Context: an optimization exercise on an open-source flow, tuned for a short achievable clock period and few clock cycles. The choices shown serve that exercise and are no tape-out recipe.
Only simulation tests tie the RTL to the original design; equivalence was not proved.
Power is estimated from default activity; no workload was simulated.

===== flow/standard.sh =====
#!/bin/bash
# synth_recipe.tcl (not shown) runs the flow's synth.tcl, then flattens the netlist and writes it again
# the make line also repeats each setting of config.mk as NAME=value (left out here)
make -C /OpenROAD-flow-scripts/flow DESIGN_CONFIG=/design/flow/config.mk WORK_HOME=/design/flow/orfs CLKGATE_MAP_FILE= SYNTH_SCRIPT=/design/flow/synth_recipe.tcl "${@:-finish}"

===== flow/design.v =====
`default_nettype none
package cpu_pkg;
    typedef logic [31:0] word_t;      
    typedef logic [31:0] addr_t;      
    typedef logic [4:0]  reg_idx_t;   
    localparam logic [5:0] OP_RTYPE = 6'h00;
    localparam logic [5:0] OP_J     = 6'h02;
    localparam logic [5:0] OP_BEQ   = 6'h04;
    localparam logic [5:0] OP_BNE   = 6'h05;
    localparam logic [5:0] OP_ADDIU = 6'h09;
    localparam logic [5:0] OP_ORI   = 6'h0d;
    localparam logic [5:0] OP_LW    = 6'h23;
    localparam logic [5:0] OP_SW    = 6'h2b;
    localparam logic [5:0] FN_ADDU = 6'h21;
    localparam logic [5:0] FN_SUBU = 6'h23;
    localparam logic [5:0] FN_AND  = 6'h24;
    localparam logic [5:0] FN_OR   = 6'h25;
    localparam logic [5:0] FN_SLT  = 6'h2a;
    localparam logic [31:0] RESET_PC = 32'h0000_0000;   
endpackage
`default_nettype wire
`default_nettype none
import cpu_pkg::*;
module fetch_stage (
    input  cpu_pkg::word_t ins,
    input  cpu_pkg::addr_t pc,            
    input  cpu_pkg::addr_t pc_plus4,
    output logic [4:0]  rs,
    output logic [4:0]  rt,
    output logic [4:0]  dst,
    output logic        wr,               
    output logic        uses_rs,
    output logic        uses_rt_e,        
    output logic        lw,
    output logic        lw0,              
    output logic        sw,
    output logic        beq,
    output logic        bne,
    output logic        j,
    output logic        addiu,
    output logic        br_r0,            
    output logic        use_imm,
    output logic [31:0] imm,              
    output logic [31:0] sx,               
    output logic [4:0]  alu_op,           
    output logic        pred,             
    output logic        redirect,         
    output cpu_pkg::addr_t target         
);
    logic [5:0] op, fn;
    logic [4:0] rd;
    assign op = ins[31:26];
    assign fn = ins[5:0];
    assign rs = ins[25:21];
    assign rt = ins[20:16];
    assign rd = ins[15:11];
    logic is_r, r_add, r_sub, r_and, r_or, r_slt, r_ok;
    logic ori;
    assign is_r  = (op == OP_RTYPE);
    assign r_add = is_r && fn == FN_ADDU;
    assign r_sub = is_r && fn == FN_SUBU;
    assign r_and = is_r && fn == FN_AND;
    assign r_or  = is_r && fn == FN_OR;
    assign r_slt = is_r && fn == FN_SLT;
    assign r_ok  = r_add | r_sub | r_and | r_or | r_slt;
    assign addiu = (op == OP_ADDIU);
    assign ori   = (op == OP_ORI);
    assign lw    = (op == OP_LW);
    assign sw    = (op == OP_SW);
    assign beq   = (op == OP_BEQ);
    assign bne   = (op == OP_BNE);
    assign j     = (op == OP_J);
    assign lw0   = lw && rs == 5'd0;
    assign br_r0 = (beq | bne) && rt == 5'd0;
    assign dst       = r_ok ? rd : rt;
    assign wr        = (r_ok | addiu | ori | lw) && dst != 5'd0;
    assign uses_rs   = r_ok | addiu | ori | lw | sw | beq | bne;
    assign uses_rt_e = r_ok | beq | bne;
    assign use_imm   = addiu | ori | lw | sw;
    assign sx        = {{16{ins[15]}}, ins[15:0]};
    assign imm       = ori ? {16'h0000, ins[15:0]} : sx;
    assign alu_op    = {r_slt, r_or | ori, r_and, r_sub, r_add | addiu | lw | sw};
    assign pred     = beq ? (rs == rt || ins[15]) : (rs != rt);
    assign redirect = j | ((beq | bne) & pred);
    logic [16:0] lo, lo_p, lo_cn;
    logic [13:0] pc_hi, hi_inc, hi_dec, hi_c1, hi_c0, j_hi;
    ks_add #(.W(17), .SUB(1'b0), .CIN(1'b1)) u_lo (
        .x({1'b0, pc[17:2]}), .y({1'b0, ins[15:0]}), .s(lo), .p0(lo_p), .cn(lo_cn));
    assign pc_hi  = pc[31:18];
    assign hi_inc = pc_hi + 14'd1;
    assign hi_dec = pc_hi - 14'd1;
    assign j_hi   = {pc_plus4[31:28], ins[25:16]};
    assign hi_c1  = j ? j_hi : ins[15] ? pc_hi : hi_inc;    
    assign hi_c0  = j ? j_hi : ins[15] ? hi_dec : pc_hi;
    genvar i;
    generate
        for (i = 0; i < 14; i++) begin : g_hi
            c_mux2 u (.a(hi_c0[i]), .b(hi_c1[i]), .s(lo[16]), .y(target[i+18]));
        end
        for (i = 0; i < 16; i++) begin : g_lo
            c_mux2 u (.a(lo[i]), .b(ins[i]), .s(j), .y(target[i+2]));
        end
    endgenerate
    assign target[1:0] = pc[1:0];
endmodule
module predict_unit (
    input  logic [5:0] op,
    input  logic [4:0] rs,
    input  logic [4:0] rt,
    input  logic       imm_neg,
    input  logic [4:0] d_dst,       
    input  logic       d_addiu_ok,  
    output logic       pred_z1,
    output logic       pred_z0,
    output logic       redir_z1,
    output logic       redir_z0
);
    logic beq, bne, j, same, loop_hit;
    assign beq      = (op == OP_BEQ);
    assign bne      = (op == OP_BNE);
    assign j        = (op == OP_J);
    assign same     = (rs == rt);
    assign loop_hit = d_addiu_ok && rt == 5'd0 && rs == d_dst;
    assign pred_z1  = beq ? (loop_hit || same || imm_neg) : (!loop_hit && !same);
    assign pred_z0  = beq ? (!loop_hit && (same || imm_neg)) : (loop_hit || !same);
    assign redir_z1 = j || ((beq || bne) && pred_z1);
    assign redir_z0 = j || ((beq || bne) && pred_z0);
endmodule
`default_nettype wire
`default_nettype none
module register_file (
    input  logic        clock,
    input  logic        rst_n,
    input  logic [31:0] rs_sel,
    input  logic [31:0] rt_sel,
    output logic [31:0] rs_data_n,
    output logic [31:0] rt_data_n,
    output logic [31:1] valid_next,    
    input  logic [4:0]  write_idx,
    input  logic [31:0] write_data,
    input  logic        write_en
);
    logic [31:1][31:0] regs;
    logic [31:0][31:0] rd;       
    logic [31:1]       valid;
    logic [31:1]       we;
    always_comb begin
        for (int i = 1; i < 32; i++) we[i] = write_en && write_idx == 5'(i);
        valid_next = valid | we;
        rd[0] = write_data;
        for (int i = 1; i < 32; i++) rd[i] = regs[i];
    end
    always_ff @(posedge clock or negedge rst_n) begin
        if (!rst_n) valid <= '0;
        else        valid <= valid_next;
    end
    always_ff @(posedge clock) begin
        for (int i = 1; i < 32; i++)
            if (we[i]) regs[i] <= write_data;
    end
    genvar b, k;
    generate
        for (b = 0; b < 32; b++) begin : g_bit
            logic [15:0] s1, t1;
            logic [3:0]  s2, t2;
            for (k = 0; k < 16; k++) begin : g_l1
                c_aoi22 u_s (.a1(rs_sel[2*k]), .a2(rd[2*k][b]), .b1(rs_sel[2*k+1]),
                             .b2(rd[2*k+1][b]), .y(s1[k]));
                c_aoi22 u_t (.a1(rt_sel[2*k]), .a2(rd[2*k][b]), .b1(rt_sel[2*k+1]),
                             .b2(rd[2*k+1][b]), .y(t1[k]));
            end
            for (k = 0; k < 4; k++) begin : g_l2
                c_nand4 u_s (.a(s1[4*k]), .b(s1[4*k+1]), .c(s1[4*k+2]), .d(s1[4*k+3]), .y(s2[k]));
                c_nand4 u_t (.a(t1[4*k]), .b(t1[4*k+1]), .c(t1[4*k+2]), .d(t1[4*k+3]), .y(t2[k]));
            end
            c_nor4 u_s (.a(s2[0]), .b(s2[1]), .c(s2[2]), .d(s2[3]), .y(rs_data_n[b]));
            c_nor4 u_t (.a(t2[0]), .b(t2[1]), .c(t2[2]), .d(t2[3]), .y(rt_data_n[b]));
        end
    endgenerate
endmodule
`default_nettype wire
`default_nettype none
module c_inv (input logic a, output logic y);
    assign y = ~a;
endmodule
module c_nand2 (input logic a, input logic b, output logic y);
    assign y = ~(a & b);
endmodule
module c_nor2 (input logic a, input logic b, output logic y);
    assign y = ~(a | b);
endmodule
module c_xor2 (input logic a, input logic b, output logic y);
    assign y = a ^ b;
endmodule
module c_xnor2 (input logic a, input logic b, output logic y);
    assign y = ~(a ^ b);
endmodule
module c_andn (input logic a, input logic b, output logic y);
    assign y = ~a & b;
endmodule
module c_orn (input logic a, input logic b, output logic y);
    assign y = ~a | b;
endmodule
module c_aoi21 (input logic a1, input logic a2, input logic b, output logic y);
    assign y = ~((a1 & a2) | b);
endmodule
module c_oai21 (input logic a1, input logic a2, input logic b, output logic y);
    assign y = ~((a1 | a2) & b);
endmodule
module c_aoi22 (input logic a1, input logic a2, input logic b1, input logic b2,
                output logic y);
    assign y = ~((a1 & a2) | (b1 & b2));
endmodule
module c_aoi222 (input logic a1, input logic a2, input logic b1, input logic b2,
                 input logic c1, input logic c2, output logic y);
    assign y = ~((a1 & a2) | (b1 & b2) | (c1 & c2));
endmodule
module c_nand3 (input logic a, input logic b, input logic c, output logic y);
    assign y = ~(a & b & c);
endmodule
module c_nand4 (input logic a, input logic b, input logic c, input logic d, output logic y);
    assign y = ~(a & b & c & d);
endmodule
module c_nor4 (input logic a, input logic b, input logic c, input logic d, output logic y);
    assign y = ~(a | b | c | d);
endmodule
module c_mux2 (input logic a, input logic b, input logic s, output logic y);
    assign y = s ? b : a;
endmodule
module ks_add #(
    parameter int W   = 32,
    parameter bit SUB = 1'b0,
    parameter bit CIN = SUB,
    parameter bit INV = 1'b0
) (
    input  logic [W-1:0] x,
    input  logic [W-1:0] y,
    output logic [W-1:0] s,
    output logic [W-1:0] p0,
    output logic [W-1:0] cn
);
    localparam int L = (W <= 2) ? 1 : (W <= 4) ? 2 : (W <= 8) ? 3 : (W <= 16) ? 4 : (W <= 32) ? 5 : 6;
    logic [L:0][W-1:0] gg;
    logic [L:0][W-1:0] tt;
    logic [W-1:0]      g0, t0;
    genvar i, k;
    generate
        for (i = 0; i < W; i++) begin : g_pg
            if (INV && !SUB) begin : g_ia            
                c_nor2  u_g (.a(x[i]), .b(y[i]), .y(g0[i]));
                c_nand2 u_t (.a(x[i]), .b(y[i]), .y(t0[i]));
                c_xor2  u_p (.a(x[i]), .b(y[i]), .y(p0[i]));
            end else if (INV && SUB) begin : g_is    
                c_andn  u_g (.a(x[i]), .b(y[i]), .y(g0[i]));
                c_orn   u_t (.a(x[i]), .b(y[i]), .y(t0[i]));
                c_xnor2 u_p (.a(x[i]), .b(y[i]), .y(p0[i]));
            end else if (!SUB) begin : g_ta          
                c_nand2 u_g (.a(x[i]), .b(y[i]), .y(g0[i]));
                c_nor2  u_t (.a(x[i]), .b(y[i]), .y(t0[i]));
                c_xor2  u_p (.a(x[i]), .b(y[i]), .y(p0[i]));
            end else begin : g_ts                    
                c_orn   u_g (.a(x[i]), .b(y[i]), .y(g0[i]));
                c_andn  u_t (.a(x[i]), .b(y[i]), .y(t0[i]));
                c_xnor2 u_p (.a(x[i]), .b(y[i]), .y(p0[i]));
            end
        end
        for (i = 0; i < W; i++) begin : g_l0
            if (i == 0 && CIN) begin : g_cin
                assign gg[0][i] = t0[i];
            end else begin : g_nocin
                assign gg[0][i] = g0[i];
            end
            assign tt[0][i] = t0[i];
        end
        for (k = 1; k <= L; k++) begin : g_lvl
            localparam int  D      = 1 << (k - 1);
            localparam bit  IN_INV = (!INV) ^ ((k - 1) % 2 == 1);   
            for (i = 0; i < W; i++) begin : g_bit
                if (i >= D) begin : g_node
                    if (!IN_INV) begin : g_t2i      
                        c_aoi21 u_g (.a1(tt[k-1][i]), .a2(gg[k-1][i-D]), .b(gg[k-1][i]),
                                     .y(gg[k][i]));
                        if (i >= 2 * D) begin : g_t
                            c_nand2 u_t (.a(tt[k-1][i]), .b(tt[k-1][i-D]), .y(tt[k][i]));
                        end else begin : g_not
                            assign tt[k][i] = 1'b0;
                        end
                    end else begin : g_i2t           
                        c_oai21 u_g (.a1(tt[k-1][i]), .a2(gg[k-1][i-D]), .b(gg[k-1][i]),
                                     .y(gg[k][i]));
                        if (i >= 2 * D) begin : g_t
                            c_nor2 u_t (.a(tt[k-1][i]), .b(tt[k-1][i-D]), .y(tt[k][i]));
                        end else begin : g_not
                            assign tt[k][i] = 1'b0;
                        end
                    end
                end else begin : g_pass
                    c_inv u_g (.a(gg[k-1][i]), .y(gg[k][i]));
                    assign tt[k][i] = 1'b0;
                end
            end
        end
        localparam bit OUT_INV = (!INV) ^ (L % 2 == 1);
        if (CIN) begin : g_s0c
            c_inv u_s0 (.a(p0[0]), .y(s[0]));
        end else begin : g_s0
            assign s[0] = p0[0];
        end
        assign cn[0] = 1'b0;
        for (i = 1; i < W; i++) begin : g_sum
            if (OUT_INV) begin : g_inv
                assign cn[i] = gg[L][i-1];
                c_xnor2 u_s (.a(p0[i]), .b(gg[L][i-1]), .y(s[i]));
            end else begin : g_true
                c_inv u_c (.a(gg[L][i-1]), .y(cn[i]));
                c_xor2 u_s (.a(p0[i]), .b(gg[L][i-1]), .y(s[i]));
            end
        end
    endgenerate
endmodule
module execute_stage (
    input  logic [31:0] e_a,           
    input  logic [31:0] e_b,           
    input  logic [31:0] e_t,           
    input  logic [31:0] m_res,         
    input  logic [31:0] ld,            
    input  logic [31:0] w_val,         
    input  logic [3:0]  fa,            
    input  logic [3:0]  fb,            
    input  logic [3:0]  ft,            
    input  logic [4:0]  op,            
    output logic [31:0] result,        
    output logic [31:0] sum,           
    output logic [31:0] rt_val         
);
    logic [31:0] a, b, s_add, s_sub, p_add, p_sub, cn_add, cn_sub;
    genvar i;
    generate
        for (i = 0; i < 32; i++) begin : g_fwd
            logic a0, a1, b0, b1, t0, t1;
            c_aoi22 u_a0 (.a1(fa[0]), .a2(e_a[i]), .b1(fa[3]), .b2(w_val[i]), .y(a0));
            c_aoi22 u_a1 (.a1(fa[1]), .a2(m_res[i]), .b1(fa[2]), .b2(ld[i]), .y(a1));
            c_nand2 u_a  (.a(a0), .b(a1), .y(a[i]));
            c_aoi22 u_b0 (.a1(fb[0]), .a2(e_b[i]), .b1(fb[3]), .b2(w_val[i]), .y(b0));
            c_aoi22 u_b1 (.a1(fb[1]), .a2(m_res[i]), .b1(fb[2]), .b2(ld[i]), .y(b1));
            c_nand2 u_b  (.a(b0), .b(b1), .y(b[i]));
            c_aoi22 u_t0 (.a1(ft[0]), .a2(e_t[i]), .b1(ft[3]), .b2(w_val[i]), .y(t0));
            c_aoi22 u_t1 (.a1(ft[1]), .a2(m_res[i]), .b1(ft[2]), .b2(ld[i]), .y(t1));
            c_nand2 u_t  (.a(t0), .b(t1), .y(rt_val[i]));
        end
    endgenerate
    ks_add #(.W(32), .SUB(1'b0)) u_add (.x(a), .y(b), .s(s_add), .p0(p_add), .cn(cn_add));
    ks_add #(.W(32), .SUB(1'b1)) u_sub (.x(a), .y(b), .s(s_sub), .p0(p_sub), .cn(cn_sub));
    assign sum = s_add;
    logic slt;
    c_mux2 u_slt (.a(cn_sub[31]), .b(a[31]), .s(p_add[31]), .y(slt));
    generate
        for (i = 0; i < 32; i++) begin : g_res
            logic y1, y2, y3;
            c_aoi22 u_y1 (.a1(op[0]), .a2(s_add[i]), .b1(op[1]), .b2(s_sub[i]), .y(y1));
            c_aoi22 u_y2 (.a1(op[2]), .a2(a[i] & b[i]), .b1(op[3]), .b2(a[i] | b[i]), .y(y2));
            if (i == 0) begin : g_b0
                c_nand2 u_y3 (.a(op[4]), .b(slt), .y(y3));
            end else begin : g_bn
                assign y3 = 1'b1;
            end
            c_nand3 u_r (.a(y1), .b(y2), .c(y3), .y(result[i]));
        end
    endgenerate
endmodule
module sum_is_zero (
    input  logic [31:0] an,
    input  logic [31:0] b,
    output logic        z
);
    logic [31:0] x, o, e;
    logic [15:0] l1;
    logic [7:0]  l2;
    logic [3:0]  l3;
    logic [1:0]  l4;
    genvar i;
    generate
        for (i = 0; i < 32; i++) begin : g_e
            c_xnor2 u_x (.a(an[i]), .b(b[i]), .y(x[i]));    
            c_orn   u_o (.a(an[i]), .b(b[i]), .y(o[i]));    
            if (i == 0) begin : g_0
                assign e[i] = x[i];
            end else begin : g_i
                c_xor2 u_e (.a(x[i]), .b(o[i-1]), .y(e[i]));
            end
        end
        for (i = 0; i < 16; i++) begin : g_l1
            c_nor2 u (.a(e[2*i]), .b(e[2*i+1]), .y(l1[i]));
        end
        for (i = 0; i < 8; i++) begin : g_l2
            c_nand2 u (.a(l1[2*i]), .b(l1[2*i+1]), .y(l2[i]));
        end
        for (i = 0; i < 4; i++) begin : g_l3
            c_nor2 u (.a(l2[2*i]), .b(l2[2*i+1]), .y(l3[i]));
        end
        for (i = 0; i < 2; i++) begin : g_l4
            c_nand2 u (.a(l3[2*i]), .b(l3[2*i+1]), .y(l4[i]));
        end
    endgenerate
    c_nor2 u_z (.a(l4[0]), .b(l4[1]), .y(z));
endmodule
module cmp_eq32 (
    input  logic [31:0] a,
    input  logic [31:0] b,
    output logic        eq,
    output logic        ne
);
    logic [31:0] x;
    logic [15:0] l1;
    logic [7:0]  l2;
    logic [3:0]  l3;
    logic [1:0]  l4;
    genvar i;
    generate
        for (i = 0; i < 32; i++) begin : g_x
            c_xnor2 u (.a(a[i]), .b(b[i]), .y(x[i]));           
        end
        for (i = 0; i < 16; i++) begin : g_l1
            c_nand2 u (.a(x[2*i]), .b(x[2*i+1]), .y(l1[i]));    
        end
        for (i = 0; i < 8; i++) begin : g_l2
            c_nor2 u (.a(l1[2*i]), .b(l1[2*i+1]), .y(l2[i]));   
        end
        for (i = 0; i < 4; i++) begin : g_l3
            c_nand2 u (.a(l2[2*i]), .b(l2[2*i+1]), .y(l3[i]));  
        end
        for (i = 0; i < 2; i++) begin : g_l4
            c_nor2 u (.a(l3[2*i]), .b(l3[2*i+1]), .y(l4[i]));   
        end
    endgenerate
    c_nand2 u_ne (.a(l4[0]), .b(l4[1]), .y(ne));
    c_inv   u_eq (.a(ne), .y(eq));
endmodule
module branch_check (
    input  logic [31:0] e_a,
    input  logic [31:0] e_b,
    input  logic [31:0] m_res,
    input  logic [31:0] ld,
    input  logic [31:0] w_val,
    input  logic [5:0]  sel_eq,
    input  logic [5:0]  sel_ne,
    input  logic        sel_same,
    input  logic [2:0]  x_sel,
    input  logic        sel_l_eq,
    input  logic        sel_l_ne,
    output logic [3:0]  mispredict
);
    logic [5:0]  eq, ne;
    logic [31:0] x;
    logic        eq_l, ne_l, early, early_n, late_n;
    cmp_eq32 u_c0 (.a(e_a),   .b(e_b),   .eq(eq[0]), .ne(ne[0]));
    cmp_eq32 u_c1 (.a(e_a),   .b(m_res), .eq(eq[1]), .ne(ne[1]));
    cmp_eq32 u_c2 (.a(e_a),   .b(w_val), .eq(eq[2]), .ne(ne[2]));
    cmp_eq32 u_c3 (.a(m_res), .b(e_b),   .eq(eq[3]), .ne(ne[3]));
    cmp_eq32 u_c4 (.a(m_res), .b(w_val), .eq(eq[4]), .ne(ne[4]));
    cmp_eq32 u_c5 (.a(w_val), .b(e_b),   .eq(eq[5]), .ne(ne[5]));
    assign x = ({32{x_sel[0]}} & e_a) | ({32{x_sel[1]}} & e_b) | ({32{x_sel[2]}} & w_val);
    cmp_eq32 u_cl (.a(ld), .b(x), .eq(eq_l), .ne(ne_l));
    assign early = sel_same | (|(sel_eq & eq)) | (|(sel_ne & ne));
    c_inv   u_en (.a(early), .y(early_n));
    c_aoi22 u_ln (.a1(sel_l_eq), .a2(eq_l), .b1(sel_l_ne), .b2(ne_l), .y(late_n));
    genvar i;
    generate
        for (i = 0; i < 4; i++) begin : g_out
            c_nand2 u (.a(early_n), .b(late_n), .y(mispredict[i]));
        end
    endgenerate
endmodule
`default_nettype wire
`default_nettype none
import cpu_pkg::*;
module processor (
    input  logic  clock,
    input  logic  rst_n,
    output cpu_pkg::addr_t fetch_address,
    input  cpu_pkg::word_t instruction,
    output cpu_pkg::addr_t memory_address,
    output logic  memory_read,
    output logic  memory_write,
    output cpu_pkg::word_t memory_write_data,
    input  cpu_pkg::word_t memory_read_data
);
    logic [31:0] pc;                  
    logic        d_valid;
    logic [4:0]  d_rs, d_rt, d_dst;
    logic        d_wr, d_lw, d_sw, d_beq, d_bne, d_use_imm, d_addiu;
    logic [31:0] d_imm;
    logic [4:0]  d_op;
    logic        d_pred, d_redirect;
    logic [31:0] d_tgt;
    logic [31:0] d_rs_sel, d_rt_sel;   
    logic [31:0] e_a, e_b, e_t;
    logic [3:0]  e_fa, e_fb, e_ft;
    logic [4:0]  e_op;
    logic        e_wr, e_load, e_store;
    logic [5:0]  e_mis_eq, e_mis_ne;   
    logic        e_mis_same, e_mis_l_eq, e_mis_l_ne;
    logic [2:0]  e_x_sel;
    logic [4:0]  e_dst;
    logic [31:0] e_alt;                
    logic [31:0] m_res, m_addr, m_wdata;
    logic        m_wr, m_load, m_rd, m_store;
    logic [4:0]  m_dst;
    logic [31:0] w_val;
    logic        w_wr;
    logic [4:0]  w_dst;
    logic [31:0] pc_plus4;
    assign pc_plus4      = pc + 32'd4;
    assign fetch_address = pc;
    logic [4:0]  f_rs, f_rt, f_dst, f_op;
    logic        f_wr, f_uses_rs, f_uses_rt_e, f_lw, f_lw0, f_sw, f_beq, f_bne, f_use_imm;
    logic        f_j, f_addiu, f_br_r0;
    logic [31:0] f_imm, f_sx, f_tgt;
    logic        f_pred_static, f_redirect_static, f_pred, f_redirect;
    fetch_stage fetch_stage_inst (
        .ins       (instruction),
        .pc        (pc),
        .pc_plus4  (pc_plus4),
        .rs        (f_rs),
        .rt        (f_rt),
        .dst       (f_dst),
        .wr        (f_wr),
        .uses_rs   (f_uses_rs),
        .uses_rt_e (f_uses_rt_e),
        .lw        (f_lw),
        .lw0       (f_lw0),
        .sw        (f_sw),
        .beq       (f_beq),
        .bne       (f_bne),
        .j         (f_j),
        .addiu     (f_addiu),
        .br_r0     (f_br_r0),
        .use_imm   (f_use_imm),
        .imm       (f_imm),
        .sx        (f_sx),
        .alu_op    (f_op),
        .pred      (f_pred_static),
        .redirect  (f_redirect_static),
        .target    (f_tgt)
    );
    logic        n_rs_byp, n_rt_byp;
    logic [31:0] n_rs_sel, n_rt_sel;
    logic [31:1] rf_valid_next;
    assign n_rs_byp = m_wr && m_dst == f_rs;
    assign n_rt_byp = m_wr && m_dst == f_rt;
    always_comb begin
        n_rs_sel[0] = n_rs_byp;
        n_rt_sel[0] = n_rt_byp;
        for (int i = 1; i < 32; i++) begin
            n_rs_sel[i] = (f_rs == 5'(i)) && !n_rs_byp && rf_valid_next[i];
            n_rt_sel[i] = (f_rt == 5'(i)) && !n_rt_byp && rf_valid_next[i];
        end
    end
    logic       mispredict;
    logic [3:0] mis_q;    
    logic [31:0] rs_val_n, rt_val_n, rs_val, rt_val_d;
    register_file register_file_inst (
        .clock      (clock),
        .rst_n      (rst_n),
        .rs_sel     (d_rs_sel),
        .rt_sel     (d_rt_sel),
        .rs_data_n  (rs_val_n),
        .rt_data_n  (rt_val_n),
        .valid_next (rf_valid_next),
        .write_idx  (w_dst),
        .write_data (w_val),
        .write_en   (w_wr)
    );
    assign rs_val   = ~rs_val_n;
    assign rt_val_d = ~rt_val_n;
    logic e_hit_rs, e_hit_rt;
    logic a_r, a_m, a_l, a_w, b_r, b_m, b_l, b_w;
    assign e_hit_rs = e_wr && e_dst == d_rs;
    assign e_hit_rt = e_wr && e_dst == d_rt;
    assign a_m = e_hit_rs && !e_load;
    assign a_l = e_hit_rs && e_load;
    assign a_w = !e_hit_rs && m_wr && m_dst == d_rs;
    assign a_r = !e_hit_rs && !a_w;
    assign b_m = e_hit_rt && !e_load;
    assign b_l = e_hit_rt && e_load;
    assign b_w = !e_hit_rt && m_wr && m_dst == d_rt;
    assign b_r = !e_hit_rt && !b_w;
    logic       mis_if_eq, mis_if_ne;
    logic [5:0] pair;
    logic [2:0] x_sel;
    assign pair  = {a_w && b_r,
                    (a_m && b_w) || (a_w && b_m),
                    a_m && b_r,
                    a_r && b_w,
                    a_r && b_m,
                    a_r && b_r};
    assign x_sel = {(a_l && b_w) || (a_w && b_l), a_l && b_r, a_r && b_l};
    assign mis_if_eq = d_valid && (d_beq ? !d_pred : d_bne && d_pred);
    assign mis_if_ne = d_valid && (d_beq ? d_pred : d_bne && !d_pred);
    logic ai_zero, pred_z1, pred_z0, redir_z1, redir_z0;
    sum_is_zero sum_is_zero_inst (.an(rs_val_n), .b(d_imm), .z(ai_zero));
    predict_unit predict_unit_inst (
        .op         (instruction[31:26]),
        .rs         (f_rs),
        .rt         (f_rt),
        .imm_neg    (instruction[15]),
        .d_dst      (d_dst),
        .d_addiu_ok (d_valid && d_addiu && d_wr && a_r),
        .pred_z1    (pred_z1),
        .pred_z0    (pred_z0),
        .redir_z1   (redir_z1),
        .redir_z0   (redir_z0)
    );
    c_mux2 u_pred  (.a(pred_z0), .b(pred_z1), .s(ai_zero), .y(f_pred));
    c_mux2 u_redir (.a(redir_z0), .b(redir_z1), .s(ai_zero), .y(f_redirect));
    logic [31:0] pc_seq, pc_alt;
    assign pc_seq = !rst_n ? RESET_PC : (d_valid && d_redirect) ? d_tgt : pc_plus4;
    assign pc_alt = !rst_n ? RESET_PC : e_alt;
    always_ff @(posedge clock or negedge rst_n) begin
        if (!rst_n) begin
            d_valid <= 1'b0;
        end else begin
            d_valid <= !mispredict;
        end
    end
    logic [31:0] pc_next;
    genvar gi;
    generate
        for (gi = 0; gi < 32; gi++) begin : g_pc
            c_mux2 u (.a(pc_seq[gi]), .b(pc_alt[gi]), .s(mis_q[gi / 8]), .y(pc_next[gi]));
        end
    endgenerate
    always_ff @(posedge clock) begin
        pc <= pc_next;
    end
    always_ff @(posedge clock) begin
        d_rs       <= f_rs;
        d_rt       <= f_rt;
        d_dst      <= f_dst;
        d_wr       <= f_wr;
        d_lw       <= f_lw;
        d_sw       <= f_sw;
        d_beq      <= f_beq;
        d_bne      <= f_bne;
        d_addiu    <= f_addiu;
        d_use_imm  <= f_use_imm;
        d_imm      <= f_imm;
        d_op       <= f_op;
        d_pred     <= f_pred;
        d_redirect <= f_redirect;
        d_tgt      <= f_tgt;
        d_rs_sel   <= n_rs_sel;
        d_rt_sel   <= n_rt_sel;
    end
    always_ff @(posedge clock or negedge rst_n) begin
        if (!rst_n) begin
            e_wr    <= 1'b0;
            e_load  <= 1'b0;
            e_store <= 1'b0;
        end else begin
            e_wr    <= d_valid && d_wr;
            e_load  <= d_valid && d_lw;
            e_store <= d_valid && d_sw;
        end
    end
    always_ff @(posedge clock) begin
        e_a        <= rs_val;
        e_b        <= d_use_imm ? d_imm : rt_val_d;
        e_t        <= rt_val_d;
        e_fa       <= {a_w, a_l, a_m, a_r};
        e_fb       <= d_use_imm ? 4'b0001 : {b_w, b_l, b_m, b_r};
        e_ft       <= {b_w, b_l, b_m, b_r};
        e_op       <= d_op;
        e_mis_eq   <= {6{mis_if_eq}} & pair;
        e_mis_ne   <= {6{mis_if_ne}} & pair;
        e_x_sel    <= x_sel;
        e_mis_l_eq <= mis_if_eq && (|x_sel);
        e_mis_l_ne <= mis_if_ne && (|x_sel);
        e_mis_same <= mis_if_eq && ((a_m && b_m) || (a_l && b_l) || (a_w && b_w));
        e_dst      <= d_dst;
        e_alt      <= d_pred ? pc_plus4 : d_tgt;
    end
    logic [31:0] alu_result, alu_sum, rt_fwd;
    execute_stage execute_stage_inst (
        .e_a    (e_a),
        .e_b    (e_b),
        .e_t    (e_t),
        .m_res  (m_res),
        .ld     (memory_read_data),
        .w_val  (w_val),
        .fa     (e_fa),
        .fb     (e_fb),
        .ft     (e_ft),
        .op     (e_op),
        .result (alu_result),
        .sum    (alu_sum),
        .rt_val (rt_fwd)
    );
    branch_check branch_check_inst (
        .e_a        (e_a),
        .e_b        (e_b),
        .m_res      (m_res),
        .ld         (memory_read_data),
        .w_val      (w_val),
        .sel_eq     (e_mis_eq),
        .sel_ne     (e_mis_ne),
        .sel_same   (e_mis_same),
        .x_sel      (e_x_sel),
        .sel_l_eq   (e_mis_l_eq),
        .sel_l_ne   (e_mis_l_ne),
        .mispredict (mis_q)
    );
    assign mispredict = mis_q[0];
    always_ff @(posedge clock or negedge rst_n) begin
        if (!rst_n) begin
            m_wr    <= 1'b0;
            m_load  <= 1'b0;
            m_store <= 1'b0;
        end else begin
            m_wr    <= e_wr;
            m_load  <= e_load;
            m_store <= e_store;
        end
    end
    always_ff @(posedge clock) begin
        m_res   <= alu_result;
        m_addr  <= alu_sum;
        m_rd    <= e_load;
        m_wdata <= rt_fwd;
        m_dst   <= e_dst;
    end
    assign memory_address    = m_addr;
    assign memory_read       = m_rd;
    assign memory_write      = m_store;
    assign memory_write_data = m_wdata;
    always_ff @(posedge clock or negedge rst_n) begin
        if (!rst_n) begin
            w_wr <= 1'b0;
        end else begin
            w_wr <= m_wr;
        end
    end
    always_ff @(posedge clock) begin
        w_val <= m_load ? memory_read_data : m_res;
        w_dst <= m_dst;
    end
endmodule
`default_nettype wire

===== flow/config.mk =====
export PLATFORM = sky130hd
export DESIGN_NAME = processor
export DESIGN_NICKNAME = processor
export VERILOG_FILES = /design/flow/design.v
export SDC_FILE = /design/flow/constraint.sdc
export NUM_CORES = 8
export LEC_CHECK = 0
export CAP_MARGIN = 20
export CORE_MARGIN = 2
export CORE_UTILIZATION = 50
export SLEW_MARGIN = 20
export SYNTH_HIERARCHICAL = 1
export SYNTH_MINIMUM_KEEP_SIZE = 0

===== flow/constraint.sdc =====
create_clock -name core_clock -period 10.0 [get_ports {clock}]
set_input_delay 2.0000 -clock core_clock [delete_from_list [all_inputs] [get_ports {clock}]]
set_output_delay 2.0000 -clock core_clock [all_outputs]
set_load 0.01 [all_outputs]

===== flow/flow/run.sh =====
#!/bin/bash
# The standard ORFS layout (standard.sh), with timing repair aiming 7 ns
# below the 10 ns clock (SETUP_SLACK_MARGIN; the SDC is unchanged, the margin
# only sets how far repair_timing goes).
set -uo pipefail
export SETUP_SLACK_MARGIN=7.0
bash standard.sh > make_flow.log 2>&1

==> flow_metrics.env <==
export IMPL_min_delay_start="d_op[0]"
export IMPL_dp_cells=8226
export IMPL_track_usage_pct=35.3
export IMPL_finalCriticalPeriod_ns=3.31
export IMPL_io_pins=164
export IMPL_setup_viol=0
export IMPL_die_area_um2=157000
export IMPL_cts_tree="done"
export IMPL_grt_max_degree=83
export IMPL_cts_max_level=4
export IMPL_dr_pass1_iters=8
export IMPL_grt_first_pass_wirelength_mm=401
export IMPL_ff_latch_area_um2=41100
export IMPL_r2r_end="d_redirect"
export IMPL_cp_startpoint="pc[16]"
export IMPL_post_route_period_util_pct=33.1
export IMPL_fin_cells=8876
export IMPL_wl_per_cell_um=32.2
export IMPL_setup_slack_ns=6.69
export IMPL_fin_area_um2=95400
export IMPL_multi_input_area_um2=38900
export IMPL_vias=57400
export IMPL_post_place_ws_ns=4.73
export IMPL_use_met3_pct=6.63
export IMPL_hold_viol=0
export IMPL_r2r_setup_slack_ns=6.79
export IMPL_placed_area_um2=82800
export IMPL_synthesis_area_um2=76900
export IMPL_globalRouteOverflowTotal=0
export IMPL_syn_area_per_cell_um2=12.9
export IMPL_fillers=11800
export IMPL_drt_iter0_drc=6401
export IMPL_startpoint_type="register"
export IMPL_regMostFlops="register_file_inst.regs"
export IMPL_final_nets=6770
export IMPL_clkLatencyLatePin_ns=0.81
export IMPL_cp_max_fo=4
export IMPL_r2r_cells=13
export IMPL_busiest_layer="met2"
export IMPL_syn2layout_area_growth_pct=24.0
export IMPL_route_detailed_drc=0
export IMPL_root_buffer="clkbuf_16"
export IMPL_clock_skew_ns=0.0349
export IMPL_cp_slowest_cell="dfxtp_4"
export IMPL_hold_end="e_op[0]"
export IMPL_hp_class="register to register"
export IMPL_crit_family="flip-flops"
export IMPL_slowest_delay_ns=0.39
export IMPL_clock_sinks=1527
export IMPL_cp_end_kind="primary output"
export IMPL_max_cap_viol_count=0
export IMPL_rows=143
export IMPL_route_final_wire_length_mm=286
export IMPL_rsz0062_at_grt="true"
export IMPL_clkSlewWorstSetupHoldPaths_ns=0.06
export IMPL_critPathArrivalTime_ns=1.31
export IMPL_coreArea_um2=152000
export IMPL_ir_drop_mv=0.180
export IMPL_grt_pass1_vias=55700
export IMPL_numCtsBuffers=165
export IMPL_critPathBufInv=1
export IMPL_drive_above_1_share_pct=48.1
export IMPL_hold_depth=0
export IMPL_cts_buffer_depth=3
export IMPL_start_util_pct=50.5
export IMPL_setup_tns_final_ns=0
export IMPL_critical_path_class="register to primary output"
export IMPL_portBuffers=163
export IMPL_synthCells=5975
export IMPL_total_power_mw=14.9
export IMPL_worstMarginPinSlew_ns=1.11
export IMPL_antenna_found_initial=6
export IMPL_timing_rr_start="d_rs_sel[20]"
export IMPL_power_leakage_nw=32.6
export IMPL_power_density_nw_per_um2=156
export IMPL_final_max_slew_viol_count=0
export IMPL_relSlewSlack_pct=25.0
export IMPL_die_h_um=396
export IMPL_antenna_left=0
export IMPL_place_gp_congestion=0.967
export IMPL_worstPathRequired_ns=8.00
export IMPL_status="complete, no violations"
export IMPL_largest_register_ffs=992
export IMPL_fmax_mhz=302
export IMPL_dp_hpwl_mm=178
export IMPL_yosys_warnings=8
export IMPL_crit_chain="buf_6"
export IMPL_use_met2_pct=54.6
export IMPL_via_per_inst=6.47
export IMPL_met1_usage_pct=48.6
export IMPL_fp_dieW_um=396
[cell usage in the layout, fill, tap and decap left out, drive strengths merged, types with 28 or more instances in the layout]
cell type	n
clkbuf	253
mux2	106
a22oi	1285
nand2	481
a222oi	33
a21oi	202
nand3	60
xnor2	332
xor2	206
o21bai	32
nand2b	69
clkinv	52
and3	71
nor2b	44
dfrtp	39
nor3	28
or2	37
nor2	369
dfxtp	496
conb	33
nand4	278
and2	75
edfxtp	992
nor4	82
inv	235
o21ai	232
buf	619
[stage by stage]
stage / hold WS [ns] / utilization, %
6_report: 0.328 / 62.6
5_1_grt: 0.336 / 62.5
4_1_cts: 0.331 / 61.3
3_5_place_dp: 0.313 / 54.3
3_3_place_gp: 0.312 / 54.3
2_1_floorplan: 0.310 / -
[metal layers]
layer / routed length (µm) / share of wire, % / vias up
met5: 0 / 0 / -
met4: 13700 / 4.8 / 0
met3: 24800 / 8.7 / 557
met2: 129000 / 45 / 2889
met1: 118000 / 41 / 29400
li1: - / - / 24600
[cell type report]
type	instances	share of cell area (%)
clock buffers	240	5.04
well taps	2030	2.66
diodes	5	0.0131
repair inverters	1	0.00919
repair buffers	653	6.83
flip-flops and latches	1527	43.1
clock inverters	67	0.646
multi-input cells	4125	40.8
inverters	228	0.964
[what timing repair did]
action                                  4_1_cts  5_1_grt
resized for setup                          1479      289
pin swaps                                   288      212
cloned                                       12        3
hold buffers                                  0        0
buffers inserted                            236       87
endpoints found under the setup margin      309      211
[how the worst max path moves through the flow]
stage / endpoint / slack (ns) / depth (start not counted)
floorplan: m_res[31] / 6.45 / 11
global placement: pc[30] / 4.71 / 10
detailed placement: pc[24] / 4.73 / 10
CTS: fetch_address[16] / 6.62 / 1
global route: fetch_address[16] / 6.64 / 1
finish: fetch_address[16] / 6.69 / 1
[where the power goes]
group / total [mW] / switching [mW] / internal, mW
Combinational: 1.85 / 1.10 / 0.747
Sequential: 6.96 / 0.126 / 6.83
Clock: 6.11 / 2.61 / 3.50
Testbench counts, summed over its fixed seeds: cycles 34,950.

re-timing with driven ports:
Ports are ideal in the flow. The routed layout listed here was re-timed in OpenROAD.
Step 1 (the two cells are an assumption about what drives the block):
set clk [get_ports {clock}]
set_driving_cell -lib_cell sky130_fd_sc_hd__clkbuf_16 $clk
set_driving_cell -lib_cell sky130_fd_sc_hd__buf_2 [delete_from_list [all_inputs] $clk]
Step 2, shift: input delay + t, output delay - t, t = (earliest + latest rising clock arrival at the registers) / 2. This alone moves slack from input paths to output paths.
Slacks: ideal ports / drivers / drivers and shift; pairs: ideal ports / drivers.
t (ns): 0.891
setup slack, ns: 6.686 / 6.594 / 5.814
worst slew at a driven data input, ns: 0.14
After both steps this run still meets setup and hold. The setup slack of this run moves by -0.092 ns with the drivers and by -0.872 ns with both steps.
